This design comes from an exercise in tuning for small area on the open sky130 flow, not from production work.
Function was checked by simulation only, so behaviour that the tests miss may differ from the original.
No activity file was given, so power comes from the tool's default toggle rates.

## run A
==> flow/design.v (excerpt) <==
module spi_ram #(
  parameter int MEM_DEPTH = 256,
  parameter int ADDR_SIZE = 8
) (
  input  logic       clk,
  input  logic       rst,
  input  logic [9:0] rx_data,
  input  logic       rx_valid,
  output logic [7:0] tx_data,
  output logic       tx_valid
);
Settings: LEC_CHECK=0, CAP_MARGIN=20, CORE_MARGIN=2, CORE_UTILIZATION=60, CTS_BUF_LIST=sky130_fd_sc_hd__clkbuf_8, CTS_CLUSTER_DIAMETER=45, CTS_CLUSTER_SIZE=20, SETUP_SLACK_MARGIN=0.3, SLEW_MARGIN=20, SYNTH_HIERARCHICAL=1; clock period 4.0 ns.
run.sh (not shown) runs the stock make flow with config.mk's settings and CLKGATE_MAP_FILE= SYNTH_SCRIPT=/design/flow/synth_recipe.tcl, a recipe that flattens the netlist after the stock synthesis.
Setup changes, run A to run B
- CTS_BUF_LIST: sky130_fd_sc_hd__clkbuf_8 -> sky130_fd_sc_hd__clkbuf_16
- CTS_CLUSTER_DIAMETER: 45 -> 100
- CTS_CLUSTER_SIZE: 20 -> 26
### Flow results
- Summary — final clock period utilization by the worst path, run B relative to run A: higher, by 0.88 points.
- Against run A, run B reports a design area that is lower.
- Run A went all the way through synthesis, placement and routing and the layout is clean on timing, DRC and antenna.
- Run B went all the way through the flow, and no timing, DRC or antenna check failed.
- Looking only at final setup slack of the worst path, and setting everything else aside, the lower value of run A and run B goes to run B.
- Total power in run B is 6.9% lower than in run A
- In run B relative to run A, global-route wire length before repair had gone down slightly.
- Going from run A to run B, power share of the clock group now smaller, sequential cell area share now larger.
- Summary of run B over run A: area growth from synthesis to layout saw a decrease, final wirelength moved down, total placed cells including tap cells held steady.
## Diff of input files: run C against run B
- changing CTS_CLUSTER_DIAMETER from 100 to 80
- changing CTS_CLUSTER_SIZE from 26 to 24
No stage failed in run C, and the final checks on the layout all came back clean. Diff run C..run B | overall power after layout | negligible. In the metrics for run C and run B, the one carrying the lower maximum VDD drop is run C. In terms of detailed route wirelength on metal2, run B and run C differ only marginally. Relative to run B, run C degrades worst setup margin. Run C vs. run B: met3 usage closely matched the old numbers, power per cell area stayed essentially flat, number of global-route vias before repair went down 240, design area shows no meaningful change, maximum frequency down about 1.4%. Compared run C against run B; post-detailed-routing wire length within noise. Wire length per cell after detailed routing: run B vs run C, no meaningful difference.

========
spi_ram, a different RTL version from the one above (not shown whole).
Size in the first run: ~2100 flip-flops, ~22 I/O pins, ~68000 µm² of cells after synthesis.
export LEC_CHECK = 0
export CAP_MARGIN = 20
export CORE_MARGIN = 2
export CORE_UTILIZATION = 50
export CTS_BUF_LIST = sky130_fd_sc_hd__clkbuf_8
export CTS_CLUSTER_DIAMETER = 60
export CTS_CLUSTER_SIZE = 16
export SETUP_SLACK_MARGIN = 0.3
export SLEW_MARGIN = 20
export SYNTH_HIERARCHICAL = 1
create_clock -name core_clock -period 4.0 [get_ports {clk}]
The starting point completed without violations.
Edit:
CORE_UTILIZATION = 60   (was 50)
CTS_BUF_LIST = sky130_fd_sc_hd__clkbuf_16   (was sky130_fd_sc_hd__clkbuf_8)
CTS_CLUSTER_DIAMETER = 80   (was 60)
CTS_CLUSTER_SIZE = 24   (was 16)
- The new run passed the timing, DRC and antenna checks
- register-to-register slack improved by 0.099 ns
- core utilization climbs by 10 points
- synthesized area stays the same
- via count climbs by 1.4%
- design area drops by 0.90%
- setup slack improved by 0.099 ns

========
RTL: one of the versions met above, not the one the previous note started from.
Size: ~2,100 flip-flops, roughly 22 I/O pins, roughly 0.067 sq mm of cells after synthesis.
==> flow/design.v (excerpt) <==
module spi_ram #(
  parameter int MEM_DEPTH = 256,
  parameter int ADDR_SIZE = 8
) (
  input  logic       clk,
  input  logic       rst,
  input  logic [9:0] rx_data,
  input  logic       rx_valid,
  output logic [7:0] tx_data,
  output logic       tx_valid
);
  logic [8*MEM_DEPTH-1:0] mem_q, mem_d;
  logic                   phase_q;
  logic [ADDR_SIZE-1:0]   wr_addr_q, rd_addr_q;
  logic                   tx_valid_q;
  logic cmd_wr_addr, cmd_wr_data, cmd_rd_addr, cmd_rd_data;
  assign cmd_wr_addr = rx_valid & (rx_data[9:8] == 2'b00);
  assign cmd_wr_data = rx_valid & (rx_data[9:8] == 2'b01);
  assign cmd_rd_addr = rx_valid & (rx_data[9:8] == 2'b10);
  assign cmd_rd_data = rx_valid & (rx_data[9:8] == 2'b11);
  logic [ADDR_SIZE-1:0] wr_addr_d, rd_addr_d;
  always_comb begin
    wr_addr_d = wr_addr_q;
    if (cmd_wr_addr) wr_addr_d = rx_data[ADDR_SIZE-1:0];
    else if (cmd_wr_data) wr_addr_d = wr_addr_q + ADDR_SIZE'(1);
    rd_addr_d = rd_addr_q;
    if (cmd_rd_addr) rd_addr_d = rx_data[ADDR_SIZE-1:0];
    else if (cmd_rd_data) rd_addr_d = rd_addr_q + ADDR_SIZE'(1);
  end
  logic [15:0] whi, wlo;
  spi_ram_predec u_whi (.a(wr_addr_q[7:4]), .en(cmd_wr_data & ~rst), .y(whi));
  spi_ram_predec u_wlo (.a(wr_addr_q[3:0]), .en(1'b1),               .y(wlo));
  logic [7:0] wdata;
  assign wdata = rx_data[7:0] ^ {8{phase_q}};
  logic [MEM_DEPTH-1:0] row_we, row_we_n;
  for (genvar r = 0; r < MEM_DEPTH; r++) begin : g_row
    spi_ram_nand2 u_we_n (.a(whi[r/16]), .b(wlo[r%16]), .y(row_we_n[r]));
    spi_ram_inv   u_we   (.a(row_we_n[r]), .y(row_we[r]));
    for (genvar b = 0; b < 8; b++) begin : g_bit
      spi_ram_oai22 u_cell (
        .a1(mem_q[8*r+b]), .a2(row_we[r]),
        .b1(row_we_n[r]),  .b2(wdata[b]),
        .y (mem_d[8*r+b])
      );
    end
  end
  always_ff @(posedge clk) begin
    mem_q   <= mem_d;
    phase_q <= ~phase_q;
  end
  logic [15:0] rhi_n, rlo_n;
  spi_ram_predec_n u_rhi (.a(rd_addr_q[7:4]), .y_n(rhi_n));
  spi_ram_predec_n u_rlo (.a(rd_addr_q[3:0]), .y_n(rlo_n));
  logic [MEM_DEPTH-1:0] row_rd;
  for (genvar r = 0; r < MEM_DEPTH; r++) begin : g_rsel
  ...
clock: 4.0 ns
lec_check: 0
cap_margin: 20
core_margin: 2
core_utilization: 68
cts_buf_list: sky130_fd_sc_hd__clkbuf_16
cts_cluster_diameter: 70
cts_cluster_size: 24
setup_slack_margin: 0.3
slew_margin: 20
synth_hierarchical: 1
Edit:
- CORE_UTILIZATION: 68 -> 55
- CTS_CLUSTER_SIZE: 24 -> 30
- SETUP_SLACK_MARGIN: 0.3 -> 0.2
What happened:
- hold slack is worse by 26 ps
- final area grows by 1.6%
- clock power rises by about 10%
Edit:
- CAP_MARGIN: 20 -> 5
- CORE_UTILIZATION: 55 -> 60
- CTS_CLUSTER_DIAMETER: 70 -> 80
- CTS_CLUSTER_SIZE: 30 -> 24
- SETUP_SLACK_MARGIN: 0.2 -> 0.3
- SLEW_MARGIN: 20 -> 5
What happened: Sequential power barely changes. Final cell count is lower by 3.1%. Sequential share of layout area is higher by 1.3 points. Clock-buffer cell count is lower by 11. Final area is lower by 2.3%. Die area is lower by 8.2%. Maximum frequency is lower by 1.7%.

========
spi_ram, a different RTL version from the one above (not shown whole).
Size: ~6000 cells after synthesis, roughly 67000 um^2 of cells after synthesis.
Settings: LEC_CHECK=0, CAP_MARGIN=20, CORE_MARGIN=2, CORE_UTILIZATION=60, CTS_BUF_LIST=sky130_fd_sc_hd__clkbuf_16, CTS_CLUSTER_DIAMETER=100, CTS_CLUSTER_SIZE=26, SETUP_SLACK_MARGIN=0.3, SLEW_MARGIN=20, SYNTH_HIERARCHICAL=1; clock period 4.0 ns.
Edit:
--- a/flow/config.mk
+++ b/flow/config.mk
@@ -12,2 +12,2 @@
-export CTS_CLUSTER_DIAMETER = 100
-export CTS_CLUSTER_SIZE = 26
+export CTS_CLUSTER_DIAMETER = 80
+export CTS_CLUSTER_SIZE = 24
The changed run went through all stages and came out clean.
Utilization goes up by 0.18 points.
Total power goes up by 0.99%.
Final area hardly moves.
Synthesized area stays the same.
Synthesized cell count does not change.
Clock-buffer cell count goes up by 10.
Final cell count barely changes.

## re-timing with driven ports
The results above use ideal ports. As a check the final layouts listed here were re-extracted and re-timed, cells and wires unchanged. Step 1 sets driving cells, clkbuf_16 on the clock port and buf_2 on the other inputs (assumed; they add their load-dependent delay and slew). Step 2, shift: input delay + t, output delay - t, t = (earliest + latest rising clock arrival at the registers) / 2. This alone moves slack from input paths to output paths. Three values: ideal ports, drivers, drivers and shift; two values: the first two.
run	t, ns	setup WS [ns]	cell pins on the clock port's net
run A	0.977	0.323 / 0.323 / -0.025	1
run B	0.796	0.288 / 0.288 / -0.045	1
run C	0.784	0.234 / 0.234 / -0.040	1
the first run of note 2	1.000	0.235 / 0.235 / 0.229	1
the second run of note 2	0.802	0.334 / 0.334 / 0.334	1
the first run of note 3	0.804	0.210 / 0.210 / 0.210	1
the second run of note 3	0.851	0.297 / 0.297 / 0.185	1
the third run of note 3	0.784	0.234 / 0.234 / -0.040	1
the first run of note 4	0.807	0.250 / 0.250 / 0.250	1
the second run of note 4	0.793	0.338 / 0.338 / 0.278	1
With both steps, setup timing fails in run A, run B, run C and the third run of note 3, where it was met with ideal ports. For run A, which loses most, drivers alone change the setup slack by 0.000 ns; drivers and shift together by -0.348 ns.
